From an optimization exercise on the open Yosys and OpenROAD flow, aimed at small area and a short achievable clock period; shortcuts taken in it are not production practice. In this exercise RTL edits were held to simulation tests only and were not proved equivalent to the original. Power is estimated from default activity; no workload was simulated.

Design maxpool_tree_cell, start of the top module:
module maxpool_tree_cell #(
  parameter int DATA_WIDTH = 32,
  parameter int WINDOW     = 9
) (
  input  logic                         C_IN_CLK,
  input  logic                         C_IN_RST,
  input  logic                         C_IN_FLUSH,
  input  logic                         C_IN_MODE,
  input  logic                         C_IN_DATA_VALID,
  input  logic [WINDOW*DATA_WIDTH-1:0] D_IN_DATA,
  output logic                         C_OUT_IN_READY,
  input  logic                         C_IN_OUT_READY,
  output logic                         C_OUT_DATA_VALID,
  output logic [DATA_WIDTH-1:0]        C_OUT_DATA
);
  localparam int NV = 5;
  logic [NV-1:0] v4_q;
  logic [NV-1:0] en;
  logic [2:0]    vld_q;
  logic          md1_q;
  logic [95:0]   s1_d;
  logic [95:0]   s1_q;
  logic [31:0]   s2_d;
  logic [31:0]   s2_q, s3_q, s4_q;
  assign en               = ~v4_q | {NV{C_IN_OUT_READY}};
  assign C_OUT_IN_READY   = en[0];
  assign C_OUT_DATA_VALID = v4_q[0];
  for (genvar g = 0; g < 3; g++) begin : g_s1
    maxpool_sel3 u_sel (
      .a    (D_IN_DATA[(3*g)*32   +: 32]),
      .b    (D_IN_DATA[(3*g+1)*32 +: 32]),
      .c    (D_IN_DATA[(3*g+2)*32 +: 32]),
  ...
==> flow/config.mk <==
export PLATFORM = sky130hd
export DESIGN_NAME = maxpool_tree_cell
export DESIGN_NICKNAME = maxpool_tree_cell
export VERILOG_FILES = /design/flow/design.v
export SDC_FILE = /design/flow/constraint.sdc
export NUM_CORES = 4
export LEC_CHECK = 0
export ABC_AREA = 1
export CAP_MARGIN = 20
export CORE_MARGIN = 2
export CORE_UTILIZATION = 50
export GPL_TIMING_DRIVEN = 0
export SETUP_SLACK_MARGIN = 1.0
export SLEW_MARGIN = 70
==> flow/constraint.sdc <==
create_clock -name core_clock -period 3.6 [get_ports {C_IN_CLK}]
set_input_delay 0.7200 -clock core_clock [delete_from_list [all_inputs] [get_ports {C_IN_CLK}]]
set_output_delay 0.7200 -clock core_clock [all_outputs]
set_load 0.01 [all_outputs]
standard.sh (not shown) runs the stock make flow with config.mk's settings and CLKGATE_MAP_FILE= SYNTH_SCRIPT=/design/flow/synth_recipe.tcl, a recipe that flattens the netlist after the stock synthesis.
==> flow/flow/run.sh <==
#!/bin/bash
# Standard ORFS layout with three changes:
#  - synthesis maps with flow/abc_map.script (same passes and names otherwise);
#  - the port buffers are plain buf_2 cells instead of buffer_ports' default
#    delay cells;
#  - the buffers ABC inserts are removed at floorplan so placement rebuilds
#    the fanout trees.
set -euo pipefail
W=$PWD
export FLOW_ABC_SCRIPT=$W/flow/abc_map.script
export FLOW_SYNTH_TCL=$W/synth_recipe.tcl
bash standard.sh SYNTH_SCRIPT=$W/flow/synth_wrap.tcl synth > synth.log 2>&1
bash standard.sh SYNTH_SCRIPT=$W/flow/synth_wrap.tcl \
  BUFFER_PORTS_ARGS="-buffer_cell sky130_fd_sc_hd__buf_2" REMOVE_ABC_BUFFERS=1 \
  finish > layout.log 2>&1
==> flow/flow/abc_map.script <==
strash
dch
map -D 1000
topo
stime -c
buffer -c
upsize -c -D 1000
dnsize -c -D 1000
==> flow/flow/synth_wrap.tcl <==
# The standard flow's synthesis script unchanged, except that ABC maps the logic with
# flow/abc_map.script: delay-driven mapping with area recovery.
proc abc {args} {
  set i [lsearch $args -script]
  lset args [expr {$i + 1}] $::env(FLOW_ABC_SCRIPT)
  yosys abc {*}$args
}
source $::env(FLOW_SYNTH_TCL)
==> next run, changes <==
==> flow/flow/run.sh (replaced) <==
#!/bin/bash
# Standard ORFS layout, except that the port buffers are plain buf_2 cells
# instead of the delay cells buffer_ports picks by default, and the buffers
# ABC inserts are removed at floorplan so placement rebuilds the fanout trees.
set -euo pipefail
bash standard.sh BUFFER_PORTS_ARGS="-buffer_cell sky130_fd_sc_hd__buf_2" REMOVE_ABC_BUFFERS=1 finish > standard_flow.log 2>&1
--- a/flow/config.mk
+++ b/flow/config.mk
@@ -13,2 +13 @@
-export SETUP_SLACK_MARGIN = 1.0
-export SLEW_MARGIN = 70
+export SLEW_MARGIN = 20
removed: flow/flow/abc_map.script
removed: flow/flow/synth_wrap.tcl
After rerunning:
- die area climbs by 9.4%
- worst hold slack is better by 32 ps
- synthesized area rose by 9.6%
- final area came out higher by 6.0%
- power barely changes
- clock-buffer cell count climbs by 2
- global-route usage shrinks by 2.4 points
- wire length goes up by 2.5%
- setup slack is worse by 600 ps
- via count is higher by 7.4%
- combinational power is higher by 6.7%
==> next run, changes <==
==> flow/flow/run.sh (replaced) <==
#!/bin/bash
# Standard ORFS layout with three changes:
#  - synthesis maps with flow/abc_map.script (same passes and names otherwise);
#  - the port buffers are plain buf_2 cells instead of buffer_ports' default
#    delay cells;
#  - the buffers ABC inserts are removed at floorplan so placement rebuilds
#    the fanout trees.
set -euo pipefail
W=$PWD
export FLOW_ABC_SCRIPT=$W/flow/abc_map.script
export FLOW_SYNTH_TCL=$W/synth_recipe.tcl
bash standard.sh SYNTH_SCRIPT=$W/flow/synth_wrap.tcl synth > synth.log 2>&1
bash standard.sh SYNTH_SCRIPT=$W/flow/synth_wrap.tcl \
  BUFFER_PORTS_ARGS="-buffer_cell sky130_fd_sc_hd__buf_2" REMOVE_ABC_BUFFERS=1 \
  finish > layout.log 2>&1
==> flow/flow/abc_map.script (new file) <==
strash
dch
map -D 1000
topo
stime -c
buffer -c
upsize -c -D 1000
dnsize -c -D 1000
==> flow/flow/synth_wrap.tcl (new file) <==
# The standard flow's synthesis script unchanged, except that ABC maps the logic with
# flow/abc_map.script: delay-driven mapping with area recovery.
proc abc {args} {
  set i [lsearch $args -script]
  lset args [expr {$i + 1}] $::env(FLOW_ABC_SCRIPT)
  yosys abc {*}$args
}
source $::env(FLOW_SYNTH_TCL)
--- a/flow/config.mk
+++ b/flow/config.mk
@@ -13 +13,2 @@
-export SLEW_MARGIN = 20
+export SETUP_SLACK_MARGIN = 1.3
+export SLEW_MARGIN = 70
Effect:
- The changed run produced a clean layout
- power rose by 17%
- design area climbs by 6.6%
- routed wire length goes up by 18%
- synthesized cell count goes down by 26%
- clock power is higher by about 4%
- first-iteration DRC count went up by 86%
==> next run, changes <==
--- a/flow/flow/run.sh
+++ b/flow/flow/run.sh
@@ -4 +4 @@
-#  - the port buffers are plain buf_2 cells instead of buffer_ports' default
+#  - the port buffers are plain buf_1 cells instead of buffer_ports' default
@@ -14 +14 @@
-  BUFFER_PORTS_ARGS="-buffer_cell sky130_fd_sc_hd__buf_2" REMOVE_ABC_BUFFERS=1 \
+  BUFFER_PORTS_ARGS="-buffer_cell sky130_fd_sc_hd__buf_1" REMOVE_ABC_BUFFERS=1 \
--- a/flow/config.mk
+++ b/flow/config.mk
@@ -13,2 +13,2 @@
-export SETUP_SLACK_MARGIN = 1.3
-export SLEW_MARGIN = 70
+export SETUP_SLACK_MARGIN = 0.8
+export SLEW_MARGIN = 20
Outcome:
- worst setup slack got worse by 380 ps
- total power falls by 14%
- hold slack got worse by 16 ps
- routed wire length falls by 18%
- global-route usage falls by 1.6 points
- sequential power falls by about 3%
- clock-buffer cell count rises by 4
- fmax falls by 14%
- clock skew is about the same

## re-timing with driven ports
Ports are ideal in the flow. The routed layouts listed here were re-timed in OpenROAD.
Step 1 assumes that a clkbuf_16 drives the clock port and a buf_2 every other input.
Step 2, shift: input delay + t, output delay - t, t = (earliest + latest rising clock arrival at the registers) / 2. This alone moves slack from input paths to output paths.
a / b / c = no drivers / after step 1 / after step 2; a / b = the first two.
run | shift t [ns] | slack for setup (ns) | latest minus earliest clock arrival (ns) | cell pins on the clock port's net
the first run | 0.575 | 1.071 / 1.071 / 0.610 | 0.009 / 0.008 | 1
the second run | 0.553 | 0.467 / 0.462 / -0.091 | 0.015 / 0.016 | 1
the third run | 0.585 | 1.219 / 1.233 / 0.665 | 0.011 / 0.011 | 1
the fourth run | 0.583 | 0.839 / 0.869 / 0.286 | 0.013 / 0.013 | 1
Met with ideal ports but missed after step 2: setup timing in the second run. For the second run, which loses most, drivers alone change the setup slack by -0.005 ns; drivers and shift together by -0.558 ns.
